Background: an optimization exercise with open tools, aiming at small area, a short achievable clock period and few clock cycles per item. Do not read the settings as production practice.
In this exercise RTL edits were held to simulation tests only and were not proved equivalent to the original.

File: run.sh
#!/bin/bash
# synth_recipe.tcl (not shown) runs the flow's synth.tcl, then flattens the netlist and writes it again
# the make line also repeats each setting of config.mk as NAME=value (left out here)
make -C /OpenROAD-flow-scripts/flow DESIGN_CONFIG=/design/flow/config.mk WORK_HOME=/design/flow/orfs CLKGATE_MAP_FILE= SYNTH_SCRIPT=/design/flow/synth_recipe.tcl finish
File: config.mk
export PLATFORM = sky130hd
export DESIGN_NAME = bilin_simd4_top
export DESIGN_NICKNAME = bilin_simd4_top
export VERILOG_FILES = /design/flow/design.v
export SDC_FILE = /design/flow/constraint.sdc
export NUM_CORES = 4
export LEC_CHECK = 0
export CAP_MARGIN = 20
export CORE_MARGIN = 2
export CORE_UTILIZATION = 40
export SLEW_MARGIN = 20
File: constraint.sdc
create_clock -name core_clock -period 110.0 [get_ports {clk}]
set_input_delay 22.0000 -clock core_clock [delete_from_list [all_inputs] [get_ports {clk}]]
set_output_delay 22.0000 -clock core_clock [all_outputs]
set_load 0.01 [all_outputs]
File: design.v
`default_nettype none
package bilin_pkg;
  typedef logic [15:0] dim_t;
  typedef logic [7:0] pix_t;
  typedef logic [7:0] frac_t;
  typedef logic [8:0] weight_t;
  typedef logic [15:0] scale_t;
  typedef logic [23:0] fix_t;
  typedef logic [31:0] acc_t;
  typedef logic [19-1:0] addr_t;
  typedef struct packed {
    dim_t  col;
    frac_t fx;
    addr_t addr;
    logic  in_range;
  } lane_coord_t;
  typedef struct packed {
    dim_t  row;
    frac_t fy;
  } row_coord_t;
  typedef struct packed {
    logic  en;
    addr_t addr;
    pix_t  data;
  } wr_port_t;
  typedef logic [1:0] nbr_sel_t;
  typedef enum logic [3:0] {
    S_IDLE,
    S_INIT,
    S_ROW_START,
    S_SETUP,
    S_A00,
    S_D00,
    S_A10,
    S_D10,
    S_A01,
    S_D01,
    S_A11,
    S_D11,
    S_MUL,
    S_WRITE,
    S_ADVANCE,
    S_DONE
  } ctrl_state_t;
endpackage
`default_nettype wire
`default_nettype none
module bilin_scale_setup (
  input  wire logic              clk,
  input  wire logic              rst_n,
  input  wire logic              i_start,
  input  wire logic              i_idle,
  input  wire bilin_pkg::dim_t   i_in_w,
  input  wire bilin_pkg::dim_t   i_in_h,
  input  wire bilin_pkg::scale_t i_scale,
  output bilin_pkg::dim_t        o_out_w,
  output bilin_pkg::dim_t        o_out_h,
  output bilin_pkg::dim_t        o_groups,
  output bilin_pkg::scale_t      o_inv_step
);
  logic [31:0]       mul_w;
  logic [31:0]       mul_h;
  logic [16:0]       groups_sum;
  bilin_pkg::scale_t inv_nxt;
  assign mul_w      = i_in_w * i_scale;
  assign mul_h      = i_in_h * i_scale;
  assign groups_sum = {1'b0, mul_w[23:8]} + 17'd3;
  always_comb begin
    if (i_scale == 16'd0) begin
      inv_nxt = 16'hffff;
    end else begin
      inv_nxt = bilin_pkg::scale_t'(32'd65536 / {16'd0, i_scale});
    end
  end
  always_ff @(posedge clk or negedge rst_n) begin
    if (!rst_n) begin
      o_out_w    <= '0;
      o_out_h    <= '0;
      o_groups   <= '0;
      o_inv_step <= '0;
    end else if (i_start && i_idle) begin
      o_out_w    <= mul_w[23:8];
      o_out_h    <= mul_h[23:8];
      o_groups   <= groups_sum[17-1:2];
      o_inv_step <= inv_nxt;
    end
  end
endmodule
`default_nettype wire
`default_nettype none
module bilin_coord_gen (
  input  wire logic              clk,
  input  wire logic              rst_n,
  input  wire logic              i_row_start,
  input  wire logic              i_group_setup,
  input  wire logic              i_advance,
  input  wire bilin_pkg::dim_t   i_in_w,
  input  wire bilin_pkg::dim_t   i_in_h,
  input  wire bilin_pkg::dim_t   i_out_w,
  input  wire bilin_pkg::dim_t   i_out_h,
  input  wire bilin_pkg::dim_t   i_groups,
  input  wire bilin_pkg::scale_t i_inv_step,
  output logic [4-1:0][15:0]        o_lane_col,
  output logic [4-1:0][7:0]         o_lane_fx,
  output logic [4-1:0][19-1:0] o_lane_addr,
  output logic [4-1:0]              o_lane_in_range,
  output bilin_pkg::dim_t        o_row_row,
  output bilin_pkg::frac_t       o_row_fy,
  output logic                   o_last_group,
  output logic                   o_last_row
);
  bilin_pkg::fix_t sy_fix;
  bilin_pkg::fix_t sx_group;
  bilin_pkg::dim_t out_row;
  bilin_pkg::dim_t group_idx;
  bilin_pkg::fix_t step_1x;
  bilin_pkg::fix_t step_4x;
  logic [4-1:0][15:0]          lane_col_nxt;
  logic [4-1:0][7:0]           lane_fx_nxt;
  logic [4-1:0][19-1:0] lane_addr_nxt;
  logic [4-1:0]                lane_in_range_nxt;
  bilin_pkg::dim_t                        row_row_nxt;
  bilin_pkg::frac_t                       row_fy_nxt;
  assign step_1x = {8'd0, i_inv_step};
  assign step_4x = step_1x << 2;
  assign o_last_group = ({1'b0, group_idx} + 17'd1) >= {1'b0, i_groups};
  assign o_last_row   = ({1'b0, out_row} + 17'd1) >= {1'b0, i_out_h};
  always_comb begin
    row_row_nxt = sy_fix[23:8];
    row_fy_nxt  = sy_fix[7:0];
    if (sy_fix[23:8] >= i_in_h - 16'd1) begin
      row_row_nxt = i_in_h - 16'd2;
      row_fy_nxt  = 8'hff;
    end
  end
  always_comb begin
    bilin_pkg::fix_t sx;
    bilin_pkg::dim_t ox;
    logic [31:0]     lin;
    for (int i = 0; i < 4; i++) begin
      sx = sx_group + step_1x * bilin_pkg::fix_t'(i);
      ox = {group_idx[13:0], 2'b00} + bilin_pkg::dim_t'(i);
      lin = out_row * i_out_w + ox;
      lane_col_nxt[i]      = sx[23:8];
      lane_fx_nxt[i]       = sx[7:0];
      lane_addr_nxt[i]     = lin[19-1:0];
      lane_in_range_nxt[i] = ox < i_out_w;
      if (sx[23:8] >= i_in_w - 16'd1) begin
        lane_col_nxt[i] = i_in_w - 16'd2;
        lane_fx_nxt[i]  = 8'hff;
      end
    end
  end
  always_ff @(posedge clk) begin
    if (i_group_setup) begin
      o_lane_col      <= lane_col_nxt;
      o_lane_fx       <= lane_fx_nxt;
      o_lane_addr     <= lane_addr_nxt;
      o_lane_in_range <= lane_in_range_nxt;
      o_row_row       <= row_row_nxt;
      o_row_fy        <= row_fy_nxt;
    end
  end
  always_ff @(posedge clk or negedge rst_n) begin
    if (!rst_n) begin
      sy_fix    <= '0;
      sx_group  <= '0;
      out_row   <= '0;
      group_idx <= '0;
    end else if (i_row_start) begin
      sx_group  <= '0;
      group_idx <= '0;
    end else if (i_advance) begin
      if (!o_last_group) begin
        sx_group  <= sx_group + step_4x;
        group_idx <= group_idx + 16'd1;
      end else if (!o_last_row) begin
        sy_fix  <= sy_fix + step_1x;
        out_row <= out_row + 16'd1;
      end else begin
        sy_fix  <= '0;
        out_row <= '0;
      end
    end
  end
endmodule
`default_nettype wire
`default_nettype none
module bilin_lane_interp (
  input  wire logic                clk,
  input  wire logic                rst_n,
  input  wire logic                i_capture,
  input  wire bilin_pkg::nbr_sel_t i_nbr,
  input  wire bilin_pkg::pix_t     i_rd_data,
  input  wire logic                i_multiply,
  input  wire bilin_pkg::frac_t    i_fx,
  input  wire bilin_pkg::frac_t    i_fy,
  output bilin_pkg::pix_t          o_pix
);
  bilin_pkg::pix_t n00;
  bilin_pkg::pix_t n10;
  bilin_pkg::pix_t n01;
  bilin_pkg::pix_t n11;
  bilin_pkg::weight_t wx0;
  bilin_pkg::weight_t wx1;
  bilin_pkg::weight_t wy0;
  bilin_pkg::weight_t wy1;
  logic [17:0] w00;
  logic [17:0] w10;
  logic [17:0] w01;
  logic [17:0] w11;
  bilin_pkg::acc_t p00;
  bilin_pkg::acc_t p10;
  bilin_pkg::acc_t p01;
  bilin_pkg::acc_t p11;
  bilin_pkg::acc_t sum;
  bilin_pkg::acc_t sum_rnd;
  always_ff @(posedge clk) begin
    if (i_capture) begin
      case (i_nbr)
        2'b00:   n00 <= i_rd_data;
        2'b10:   n10 <= i_rd_data;
        2'b01:   n01 <= i_rd_data;
        default: n11 <= i_rd_data;
      endcase
    end
  end
  assign wx1 = {1'b0, i_fx};
  assign wx0 = 9'd256 - wx1;
  assign wy1 = {1'b0, i_fy};
  assign wy0 = 9'd256 - wy1;
  assign w00 = wx0 * wy0;
  assign w10 = wx1 * wy0;
  assign w01 = wx0 * wy1;
  assign w11 = wx1 * wy1;
  always_ff @(posedge clk or negedge rst_n) begin
    if (!rst_n) begin
      p00 <= '0;
      p10 <= '0;
      p01 <= '0;
      p11 <= '0;
    end else if (i_multiply) begin
      p00 <= w00 * n00;
      p10 <= w10 * n10;
      p01 <= w01 * n01;
      p11 <= w11 * n11;
    end
  end
  assign sum     = p00 + p10 + p01 + p11;
  assign sum_rnd = sum + 32'h0000_8000;
  assign o_pix   = sum_rnd[23:16];
endmodule
`default_nettype wire
`default_nettype none
module bilin_ctrl (
  input  wire logic                   clk,
  input  wire logic                   rst_n,
  input  wire logic                   i_start,
  input  wire bilin_pkg::dim_t        i_in_w,
  input  wire bilin_pkg::dim_t        i_out_w,
  input  wire logic [4-1:0][15:0]          i_lane_col,
  input  wire logic [4-1:0][19-1:0] i_lane_addr,
  input  wire logic [4-1:0]                i_lane_in_range,
  input  wire bilin_pkg::dim_t        i_row_row,
  input  wire logic                   i_last_group,
  input  wire logic                   i_last_row,
  input  wire logic [4-1:0][7:0]          i_pix,
  output logic                        o_idle,
  output logic                        o_busy,
  output logic                        o_done,
  output logic                        o_row_start,
  output logic                        o_group_setup,
  output logic                        o_advance,
  output logic                        o_capture,
  output logic                        o_multiply,
  output bilin_pkg::nbr_sel_t         o_nbr,
  output logic [4-1:0][19-1:0]     o_rd_addr,
  output logic [4-1:0]                     o_wr_en,
  output logic [4-1:0][19-1:0]     o_wr_addr,
  output logic [4-1:0][7:0]               o_wr_data
);
  bilin_pkg::ctrl_state_t state;
  bilin_pkg::ctrl_state_t state_nxt;
  logic addr_cycle;
  logic [4-1:0][15:0] rd_x;
  logic [15:0]                   rd_y;
  logic [4-1:0][31:0] rd_lin;
  logic wr_cycle;
  always_comb begin
    state_nxt = state;
    case (state)
      bilin_pkg::S_IDLE: begin
        if (i_start) begin
          state_nxt = bilin_pkg::S_INIT;
        end
      end
      bilin_pkg::S_INIT: begin
        if (i_out_w == 16'd0) begin
          state_nxt = bilin_pkg::S_DONE;
        end else begin
          state_nxt = bilin_pkg::S_ROW_START;
        end
      end
      bilin_pkg::S_ROW_START: state_nxt = bilin_pkg::S_SETUP;
      bilin_pkg::S_SETUP:     state_nxt = bilin_pkg::S_A00;
      bilin_pkg::S_A00:       state_nxt = bilin_pkg::S_D00;
      bilin_pkg::S_D00:       state_nxt = bilin_pkg::S_A10;
      bilin_pkg::S_A10:       state_nxt = bilin_pkg::S_D10;
      bilin_pkg::S_D10:       state_nxt = bilin_pkg::S_A01;
      bilin_pkg::S_A01:       state_nxt = bilin_pkg::S_D01;
      bilin_pkg::S_D01:       state_nxt = bilin_pkg::S_A11;
      bilin_pkg::S_A11:       state_nxt = bilin_pkg::S_D11;
      bilin_pkg::S_D11:       state_nxt = bilin_pkg::S_MUL;
      bilin_pkg::S_MUL:       state_nxt = bilin_pkg::S_WRITE;
      bilin_pkg::S_WRITE:     state_nxt = bilin_pkg::S_ADVANCE;
      bilin_pkg::S_ADVANCE: begin
        if (!i_last_group) begin
          state_nxt = bilin_pkg::S_SETUP;
        end else if (!i_last_row) begin
          state_nxt = bilin_pkg::S_ROW_START;
        end else begin
          state_nxt = bilin_pkg::S_DONE;
        end
      end
      default: state_nxt = bilin_pkg::S_IDLE;
    endcase
  end
  always_ff @(posedge clk or negedge rst_n) begin
    if (!rst_n) begin
      state <= bilin_pkg::S_IDLE;
    end else begin
      state <= state_nxt;
    end
  end
  assign o_idle        = state == bilin_pkg::S_IDLE;
  assign o_done        = state == bilin_pkg::S_DONE;
  assign o_busy        = !o_idle && !o_done;
  assign o_row_start   = state == bilin_pkg::S_ROW_START;
  assign o_group_setup = state == bilin_pkg::S_SETUP;
  assign o_multiply    = state == bilin_pkg::S_MUL;
  assign o_advance     = state == bilin_pkg::S_ADVANCE;
  assign wr_cycle      = state == bilin_pkg::S_WRITE;
  assign addr_cycle = state == bilin_pkg::S_A00 || state == bilin_pkg::S_A10 ||
                      state == bilin_pkg::S_A01 || state == bilin_pkg::S_A11;
  assign o_capture  = state == bilin_pkg::S_D00 || state == bilin_pkg::S_D10 ||
                      state == bilin_pkg::S_D01 || state == bilin_pkg::S_D11;
  always_comb begin
    case (state)
      bilin_pkg::S_A10, bilin_pkg::S_D10: o_nbr = 2'b10;
      bilin_pkg::S_A01, bilin_pkg::S_D01: o_nbr = 2'b01;
      bilin_pkg::S_A11, bilin_pkg::S_D11: o_nbr = 2'b11;
      default:                            o_nbr = 2'b00;
    endcase
  end
  always_comb begin
    rd_y = i_row_row + {15'd0, o_nbr[0]};
    for (int i = 0; i < 4; i++) begin
      rd_x[i]   = i_lane_col[i] + {15'd0, o_nbr[1]};
      rd_lin[i] = {16'd0, rd_y} * {16'd0, i_in_w} + {16'd0, rd_x[i]};
    end
  end
  always_ff @(posedge clk) begin
    if (addr_cycle) begin
      for (int i = 0; i < 4; i++) begin
        o_rd_addr[i] <= rd_lin[i][19-1:0];
      end
    end
  end
  always_ff @(posedge clk or negedge rst_n) begin
    if (!rst_n) begin
      for (int i = 0; i < 4; i++) begin
        o_wr_en[i]   <= 1'b0;
        o_wr_addr[i] <= '0;
        o_wr_data[i] <= '0;
      end
    end else begin
      for (int i = 0; i < 4; i++) begin
        o_wr_en[i] <= wr_cycle && i_lane_in_range[i];
        if (wr_cycle) begin
          o_wr_addr[i] <= i_lane_addr[i];
          o_wr_data[i] <= i_pix[i];
        end
      end
    end
  end
endmodule
`default_nettype wire
`default_nettype none
module bilin_simd4_top (
  input  wire logic              clk,
  input  wire logic              rst_n,
  input  wire logic              i_start,
  input  wire bilin_pkg::dim_t   i_in_w,
  input  wire bilin_pkg::dim_t   i_in_h,
  input  wire bilin_pkg::scale_t i_scale,
  input  wire logic [31:0]       i_rd_data,
  output logic                   o_busy,
  output logic                   o_done,
  output bilin_pkg::dim_t        o_out_w,
  output bilin_pkg::dim_t        o_out_h,
  output logic [75:0]            o_rd_addr,
  output logic [3:0]             o_wr_en,
  output logic [75:0]            o_wr_addr,
  output logic [31:0]            o_wr_data
);
  bilin_pkg::dim_t   groups;
  bilin_pkg::scale_t inv_step;
  logic                idle;
  logic                row_start;
  logic                group_setup;
  logic                advance;
  logic                capture;
  logic                multiply;
  bilin_pkg::nbr_sel_t nbr;
  logic [4-1:0][15:0]          lane_col;
  logic [4-1:0][7:0]           lane_fx;
  logic [4-1:0][19-1:0] lane_addr;
  logic [4-1:0]                lane_in_range;
  bilin_pkg::dim_t                        row_row;
  bilin_pkg::frac_t                       row_fy;
  logic                   last_group;
  logic                   last_row;
  logic [4-1:0][7:0] pix;
  bilin_scale_setup scale_setup_inst (
    .clk        (clk),
    .rst_n      (rst_n),
    .i_start    (i_start),
    .i_idle     (idle),
    .i_in_w     (i_in_w),
    .i_in_h     (i_in_h),
    .i_scale    (i_scale),
    .o_out_w    (o_out_w),
    .o_out_h    (o_out_h),
    .o_groups   (groups),
    .o_inv_step (inv_step)
  );
  bilin_coord_gen coord_gen_inst (
    .clk           (clk),
    .rst_n         (rst_n),
    .i_row_start   (row_start),
    .i_group_setup (group_setup),
    .i_advance     (advance),
    .i_in_w        (i_in_w),
    .i_in_h        (i_in_h),
    .i_out_w       (o_out_w),
    .i_out_h       (o_out_h),
    .i_groups      (groups),
    .i_inv_step    (inv_step),
    .o_lane_col      (lane_col),
    .o_lane_fx       (lane_fx),
    .o_lane_addr     (lane_addr),
    .o_lane_in_range (lane_in_range),
    .o_row_row       (row_row),
    .o_row_fy        (row_fy),
    .o_last_group  (last_group),
    .o_last_row    (last_row)
  );
  bilin_ctrl ctrl_inst (
    .clk           (clk),
    .rst_n         (rst_n),
    .i_start       (i_start),
    .i_in_w        (i_in_w),
    .i_out_w       (o_out_w),
    .i_lane_col      (lane_col),
    .i_lane_addr     (lane_addr),
    .i_lane_in_range (lane_in_range),
    .i_row_row       (row_row),
    .i_last_group  (last_group),
    .i_last_row    (last_row),
    .i_pix         (pix),
    .o_idle        (idle),
    .o_busy        (o_busy),
    .o_done        (o_done),
    .o_row_start   (row_start),
    .o_group_setup (group_setup),
    .o_advance     (advance),
    .o_capture     (capture),
    .o_multiply    (multiply),
    .o_nbr         (nbr),
    .o_rd_addr     (o_rd_addr),
    .o_wr_en       (o_wr_en),
    .o_wr_addr     (o_wr_addr),
    .o_wr_data     (o_wr_data)
  );
  for (genvar g = 0; g < 4; g++) begin : g_lane
    bilin_lane_interp lane_interp_inst (
      .clk        (clk),
      .rst_n      (rst_n),
      .i_capture  (capture),
      .i_nbr      (nbr),
      .i_rd_data  (i_rd_data[8*g +: 8]),
      .i_multiply (multiply),
      .i_fx       (lane_fx[g]),
      .i_fy       (row_fy),
      .o_pix      (pix[g])
    );
  end
endmodule
`default_nettype wire
==> flow_summary.toml <==
[synthesis]
synth-xor-area-share_pct = 6.28
synth_top_area_share_pct = 28.4
ys_top_cells_by_count = "3650 x inv_1, 3363 x nand2_1, 2854 x fa_1"
synth_fa_ha_area_share_pct = 43.1
yosys_warnings = 4
netlist_instances = 22779
synth_ff_type = "dfrtp_1"
synth.distinct_cells = 125
yosys.area_share.simple_pct = 16.4
yosysSeqAreaShare_pct = 13.9
synth_top_cell_by_area = "fa_1"
synth_compound_area_share_pct = 10.7
synth_mux_area_share_pct = 1.15
synth_area_um2 = 201000
synth_area_leaders = "fa_1 28%, ha_1 15%, dfrtp_1 7.9%, inv_1 6.8%, nand2_1 6.3%"
synth_top_family_by_area = "adder cells"
ys_ff_latch = 1040
synth.most_common_cell = "inv_1"
synth_nets = 28076
synth_edf_count = 401
synthArstFlopShare_pct = 61.4
syn_area_per_cell_um2 = 8.83

[timing]
clock.fmax_ghz = 0.00973
fin_skew_ns = 0.0891
tightest_slew_ns = 1.17
final_hold_viol_count = 0
hold_slack_ns = 0.409
max-slew-margin-rel_pct = 21.4
fin_crit_sh_pct = 93.5
setup_viol = 0
setup_tns_ns = 0
finalCriticalPeriod_ns = 102.82
finalMaxSlewViolations = 0

[critical_path]
slowest_stage = "o311ai_0"
path_depth = 410
cp.required_ns = 110.72
cp_common_cell = "o21ai_0"
cpLargestDelayFamily = "compound AO/OA/AOI/OAI gates"
r2r_slack_ns = 98.04
cp_slowest_stage_delay_ns = 0.63
crit_fanout = 22
worstSetupPathType = "input port to flop"
crit_buf_inv = 21
crit_path_end_kind = "flop"
crit_path_start_kind = "input port"
reg2reg_depth = 40
crit_arrival_ns = 103.53

[layout]
finalNonFillerCells = 29770
final_util_pct = 43.8
fin_nets = 28268
syn2layout_area_growth_pct = 9.08
final_cell_area_um2 = 219000
num-fill-cells = 49300
drive_above_1_share_pct = 5.05

[place]
dp.cells = 29492
gp_congestion = 0.889
placed_cell_area_um2 = 214000
port_buffers = 304
dp_hpwl_mm = 456

[routing]
top_layer = "met5"
m1WireLength_mm = 249
dr_wl_met3_mm = 28.2
routed_wl_mm = 578
drcViolationCount = 0
wl_met2_mm = 283
drtPass1Iterations = 6
vias_per_cell = 5.22
wl_per_cell_um = 19.4
drt_iter0_drc = 9540
antenna_left = 0
vias = 155331

[clock_tree]
root_buffer = "clkbuf_16"
clock_path_buffers = 4
cts_max_level = 4
cts_sinks = 1040
tritoncts = "built"
clock_latency_ns = 0.91
ctsHoldBuffers = 0
cts_buffers = 140
cts.clk_slew.worst_paths_ns = 0.06

[floorplanning]
rows = 260
fp.coreArea_um2 = 501000
die_h_um = 713
chipWidth_um = 713
io_pins = 305
start_util_pct = 40.2
die-area_um2 = 509000

[grt]
grt_pass1_vias = 160093
grt_max_degree = 224
grt_pass1_wl_mm = 917
overflow = 0
antenna_found_initial = 12
track_usage_pct = 22.7

[hold_path]
hp-class = "flop to flop"
hold_path_depth = 2

[outcome]
status = "finished clean"

[run]
maxCapViolations = 0
==> routing by layer <==
| layer | track usage [%] | vias up |
|---|---|---|
| met5 | 0 | - |
| met3 | 2.51 | 725 |
| met2 | 39.7 | 3715 |
| met4 | 6.31 | 2 |
| li1 | - | 73078 |
| met1 | 29.9 | 77811 |
==> logic make-up (layout without fill, tap and decap cells) <==
| family | Yosys count | count (layout) |
|---|---|---|
| multiplexers | 212 | 212 |
| adder cells (fa/ha/maj) | 5214 | 5214 |
| other | 0 | 7 |
| AO/OA/AOI/OAI | 3472 | 3473 |
| XOR/XNOR | 1441 | 1441 |
| flip-flops | 1040 | 1040 |
| AND/OR/NAND/NOR | 6897 | 6897 |
| buffers and inverters | 4503 | 4805 |
==> path summary, 6_finish.rpt <==
kind,from,to
hold reg to reg,coord_gen_inst.o_lane_addr[47],ctrl_inst.o_wr_addr[47]
setup reg to reg,coord_gen_inst.o_row_fy[1],g_lane[3].lane_interp_inst.p00[23]
max in group asynchronous,rst_n,g_lane[0].lane_interp_inst.p10[19]
setup / recovery,i_scale[1],scale_setup_inst.o_inv_step[0]
min in group asynchronous,rst_n,ctrl_inst.o_wr_data[28]
hold / removal,coord_gen_inst.o_lane_addr[47],ctrl_inst.o_wr_addr[47]
==> sequential cells by signal, summed over array words and instances, names as in the netlist, 64 cells and up <==
signal / count
coord_gen_inst.o_lane_col: 64
coord_gen_inst.o_lane_addr: 74
ctrl_inst.o_wr_addr: 74
g_lane.lane_interp_inst.p00: 96
ctrl_inst.o_rd_addr: 76
g_lane.lane_interp_inst.p10: 96
g_lane.lane_interp_inst.p01: 96
g_lane.lane_interp_inst.p11: 96
==> placed cells by master (no fill, tap or decap), drive strengths merged, types with 31 or more instances in the layout <==
master,instances
ha,2360
o31ai,109
nand4,81
mux2,150
nor2,644
o21ai,985
clkinv,43
o21a,107
a21oi,1071
o211ai,50
nand2,3365
nor4,56
a21o,307
or3,54
a211oi,50
a21boi,37
a31oi,45
fa,2854
dfrtp,639
nor2b,128
clkbuf,181
buf,591
xnor2,1066
edfxtp,401
nor3,153
or2,31
nand3,203
inv,3663
mux2i,62
nand2b,241
xor2,375
clkdlybuf4s50,300
o21bai,440
and3,197
and2,1646
==> per-stage QoR <==
stage | setup WS [ns]
2_1_floorplan | 4.88
3_3_place_gp | 3.93
3_5_place_dp | 3.26
4_1_cts | 3.70
5_1_grt | -0.130
6_report | 7.18
==> worst min-delay path: stages (launching register included) <==
cell and delay, ns:
edfxtp_1 0.32, nand2_1 0.04, nand2_1 0.05
==> final cells by class <==
cell class	count	area (um^2)	area share (%)
clock inverter	72	1030	0.472
sequential	1040	28000	12.8
timing repair buffer	892	7560	3.45
clock buffer	181	3930	1.79
antenna	7	17.5	0.00798
inverter	3660	13700	6.26
tap	6681	8360	3.81
multi-input combinational	17237	157000	71.4
==> what timing repair did <==
| action | 4_1_cts | 5_1_grt |
|---|---|---|
| endpoints found under the setup margin | 0 | 2 |
| setup buffers | 0 | 16 |
| resized for setup | 0 | 69 |
Testbench counts, summed over its fixed seeds: cycles 187,723, items 58,680.

-- what the ideal ports hide --
Ports are ideal in the flow. The routed layout listed here was re-timed in OpenROAD.
Step 1 sets driving cells, clkbuf_16 on the clock port and buf_2 on the other inputs (assumed; they add their load-dependent delay and slew).
Step 2 also shifts input and output timing later by t, the mid clock arrival at the registers, as if the neighbouring blocks saw the same clock.
Slacks: ideal ports / drivers / drivers and shift; pairs: ideal ports / drivers.
t (ns): 0.986
setup WS [ns]: 7.183 / 7.282 / 6.296
cell pins on the clock port's net: 1
After both steps this run still meets setup and hold. For this run, drivers alone change the setup slack by +0.099 ns; drivers and shift together by -0.887 ns.
